Context: an optimization exercise on an open-source flow, tuned for small area. The choices shown serve that exercise and are no tape-out recipe. Function was checked by simulation only, so behaviour that the tests miss may differ from the original. No activity file was given, so power comes from the tool's default toggle rates. No driver is modelled on the clock port, so clocking that relies on it looks cheaper here than on a real chip.

== v47 ==
Design postfix_expression_evaluator, start of the top module:
module postfix_expression_evaluator #(
	parameter int STACK_DEPTH = 16,
	parameter int MAX_DIGITS  = 4
) (
	input  logic               clk,
	input  logic               arst_n,
	input  logic               in_valid,
	output logic               in_stall,
	input  logic [7:0]         char_code,
	input  logic               end_of_text,
	output logic               out_valid,
	input  logic               out_stall,
	output logic signed [31:0] stack_value,
	output logic               stack_empty,
	output logic [2:0]         error_code,
	output logic               final_entry
);
export LEC_CHECK = 0
export ABC_AREA = 1
export CAP_MARGIN = 20
export CORE_MARGIN = 2
export CORE_UTILIZATION = 40
export SLEW_MARGIN = 20
create_clock -name core_clock -period 10.0 [get_ports {clk}]
standard.sh (not shown) runs the stock make flow with config.mk's settings and CLKGATE_MAP_FILE= SYNTH_SCRIPT=/design/flow/synth_recipe.tcl, a recipe that flattens the netlist after the stock synthesis.
==> flow/flow/run.sh <==
#!/bin/bash
# Standard layout; clock tree without dummy loads, ports buffered with the smallest buffer.
export CTS_ARGS="-sink_clustering_enable -repair_clock_nets -dont_use_dummy_load -buf_list sky130_fd_sc_hd__clkbuf_8 -sink_clustering_size 24 -sink_clustering_max_diameter 50"
export BUFFER_PORTS_ARGS="-buffer_cell sky130_fd_sc_hd__buf_1"
bash standard.sh > standard.log 2>&1
Both conditions hold for v47: the flow ran to the end and the final layout passed the timing, DRC and antenna checks.
The inputs of v11 differ from those of v47 as listed below.
==> flow/flow/run.sh <==
#!/bin/bash
# Standard layout; clock tree without dummy loads, ports buffered with the smallest buffer.
export CTS_ARGS="-sink_clustering_enable -repair_clock_nets -dont_use_dummy_load -buf_list sky130_fd_sc_hd__clkbuf_8 -sink_clustering_size 20 -sink_clustering_max_diameter 60"
export BUFFER_PORTS_ARGS="-buffer_cell sky130_fd_sc_hd__buf_1"
bash standard.sh > standard.log 2>&1
On clock network latency to the later pin of the worst-skew pair, v47 tracks v11 almost exactly. On sequential cell area share, v47 and v11 are neck and neck. v47 and v11 ended up with nearly the same global-route wire length before repair. Clock skew in v11 vs v47: down 22 ps. Flip-flop and latch count: v11 vs v47 identical. v47 and v11 ended up with nearly the same finished layout cell area. Share of total power in the clock network: v11 < v47. Taking v47 as the reference, in v11 global-route usage over all layers did not really move, clock transition time at the flip-flop clock pins of the worst setup and hold paths did not really move, met3 wire length went down.
Here is what was changed in the inputs of v10 compared with v11.
==> flow/flow/run.sh <==
#!/bin/bash
# Standard layout; clock tree without dummy loads, ports buffered with the smallest buffer.
export CTS_ARGS="-sink_clustering_enable -repair_clock_nets -dont_use_dummy_load -buf_list sky130_fd_sc_hd__clkbuf_8 -sink_clustering_size 22 -sink_clustering_max_diameter 45"
export BUFFER_PORTS_ARGS="-buffer_cell sky130_fd_sc_hd__buf_1"
bash standard.sh > standard.log 2>&1
==> comparison <==
- Compare v11 and v10 | total length of routed met3 wires lower: v11
- v10 against v11: register-to-register path setup slack climbed 40 ps; utilization climbed 0.27 points; total wire length after detailed routing climbed 150 um.
[inputs] v24 vs v10
==> flow/flow/run.sh <==
#!/bin/bash
# Standard layout; clock tree without dummy loads, ports buffered with the smallest buffer.
export CTS_ARGS="-sink_clustering_enable -repair_clock_nets -dont_use_dummy_load -buf_list sky130_fd_sc_hd__clkbuf_16 -sink_clustering_size 36 -sink_clustering_max_diameter 80"
export BUFFER_PORTS_ARGS="-buffer_cell sky130_fd_sc_hd__buf_1"
bash standard.sh > standard.log 2>&1
Findings:
- Comparing v10 with v24, the met1 layer wirelength in the final routing came out essentially unchanged.
- v24 against v10: synthesized netlist cell count roughly the same; clock latency at the later pin of the worst-skew pair lower.
- The area of the die was comparable across v10 and v24.
- Min transition time at the pin with the least slew margin across v10 and v24: v10
- v24 vs. v10: via count fell by about 2.7%, logic depth of the worst path, buffers included held.
- When the final numbers for v10 and v24 were put side by side, the sequential share of layout area turned out to be greater in v24.

postfix_expression_evaluator, a different RTL version from the one above (not shown whole).
Size: roughly 1000 cells after synthesis, ~600 flip-flops, about 52 I/O pins.
Design postfix_expression_evaluator, start of the top module:
module postfix_expression_evaluator #(
	parameter int STACK_DEPTH = 16,
	parameter int MAX_DIGITS  = 4
) (
	input  logic               clk,
	input  logic               arst_n,
	input  logic               in_valid,
	output logic               in_stall,
	input  logic [7:0]         char_code,
	input  logic               end_of_text,
	output logic               out_valid,
	input  logic               out_stall,
	output logic signed [31:0] stack_value,
	output logic               stack_empty,
	output logic [2:0]         error_code,
	output logic               final_entry
);
	localparam logic [3:0] S_IDLE = 4'd0;
	localparam logic [3:0] S_DIG  = 4'd1;   
	localparam logic [3:0] S_PUSH = 4'd2;   
	localparam logic [3:0] S_ADD  = 4'd3;   
	localparam logic [3:0] S_P0   = 4'd4;   
	localparam logic [3:0] S_P1   = 4'd5;   
	localparam logic [3:0] S_IT   = 4'd6;   
	localparam logic [3:0] S_FIN  = 4'd7;   
	localparam logic [3:0] S_LOAD = 4'd8;   
	localparam logic [3:0] S_DW   = 4'd9;   
	localparam logic [3:0] S_OUT  = 4'd10;  
	logic [3:0]  st;
	logic [4:0]  ph;
	logic [4:0]  cnt;
	logic [2:0]  dcnt;
	logic [2:0]  err;
	logic [3:0]  cq;
	logic        eot_q;
	logic [4:0]  it;
	logic        sa, sb, nz, seen, c, dS, dA, xb, qb;
	logic        dl1, dl2, dl3, cA, cB;
	logic [31:0] S;
	logic [15:0] pr;
	logic [31:0] w [16];
	wire ph0  = ph == 5'd0;
	wire ph31 = ph == 5'd31;
	wire st_idle = st == S_IDLE;
	wire st_dig  = st == S_DIG;
	wire st_push = st == S_PUSH;
	wire st_add  = st == S_ADD;
	wire st_p0   = st == S_P0;
	wire st_p1   = st == S_P1;
	wire st_it   = st == S_IT;
	wire st_fin  = st == S_FIN;
	wire st_load = st == S_LOAD;
	wire st_dw   = st == S_DW;
	wire st_out  = st == S_OUT;
	wire [3:0] ia = 4'(cnt - 5'd2);
	wire [3:0] ib = 4'(cnt - 5'd1);
	wire rdA = w[ia][0];
	wire rdB = w[ib][0];
	wire is_div = cq[2];
	wire mulm   = st_it && !is_div;
	wire subf   = st_add ? cq[2] : (qb ^ sb);
	wire ax     = st_add ? rdA : (ph0 ? (is_div & xb) : dS);
	wire by     = mulm ? (xb & rdB) : (rdB ^ subf);
	wire cc     = ph0 ? (!mulm & subf) : c;
	wire sum    = ax ^ by ^ cc;
	wire cout   = (ax & by) | (ax & cc) | (by & cc);
	wire shs  = ph0 ? qb : dA;
	wire nx   = st_p1 ? rdA : shs;
  ...
export LEC_CHECK = 0
export CAP_MARGIN = 20
export CORE_MARGIN = 2
export CORE_UTILIZATION = 40
export SLEW_MARGIN = 20
create_clock -name core_clock -period 10.0 [get_ports {clk}]
run.sh (not shown) runs the stock make flow with config.mk's settings and CLKGATE_MAP_FILE= SYNTH_SCRIPT=/design/flow/synth_recipe.tcl, a recipe that flattens the netlist after the stock synthesis.
Stock flow here: none of the scripts above is used.
==> next run, changes <==
Settings changed: CORE_UTILIZATION 40 to 60, CTS_BUF_LIST from default to sky130_fd_sc_hd__clkbuf_8, CTS_CLUSTER_SIZE from default to 24.
What happened: The new run completed with no timing, DRC or antenna violations. Cell count shrinks by 8.3%. Worst hold slack got worse by 0.010 ns. Wire length shrinks by 3.8%.

-- static timing again, ports no longer ideal --
No port has a modelled driver above. Below, the same layouts with a new extraction and two added sets of constraints.
Step 1, drivers: a clkbuf_16 drives clk and a buf_2 each remaining input, both assumed.
Step 2 also shifts input and output timing later by t, the mid clock arrival at the registers, as if the neighbouring blocks saw the same clock.
Slacks: no drivers / after step 1 / after step 2; pairs: no drivers / after step 1.
run | shift t [ns] | slack for setup (ns) | hold WS [ns] | worst setup path after step 2 | cell pins on the clock port's net
v47 | 0.562 | 5.795 / 5.748 / 6.311 | 0.245 / 0.245 / 0.245 | register to output | 1
v11 | 0.571 | 5.773 / 5.727 / 6.298 | 0.289 / 0.289 / 0.289 | register to output | 1
v10 | 0.591 | 5.799 / 5.754 / 6.345 | 0.254 / 0.254 / 0.254 | register to output | 1
v24 | 0.571 | 5.812 / 5.767 / 6.338 | 0.309 / 0.309 / 0.309 | register to output | 1
the first run of note 2 | 0.607 | 5.072 / 5.022 / 5.612 | 0.316 / 0.316 / 0.316 | register to register | 1
the second run of note 2 | 0.637 | 5.055 / 5.009 / 5.639 | 0.306 / 0.306 / 0.306 | register to register | 1
After both steps setup and hold are still met in every run listed.
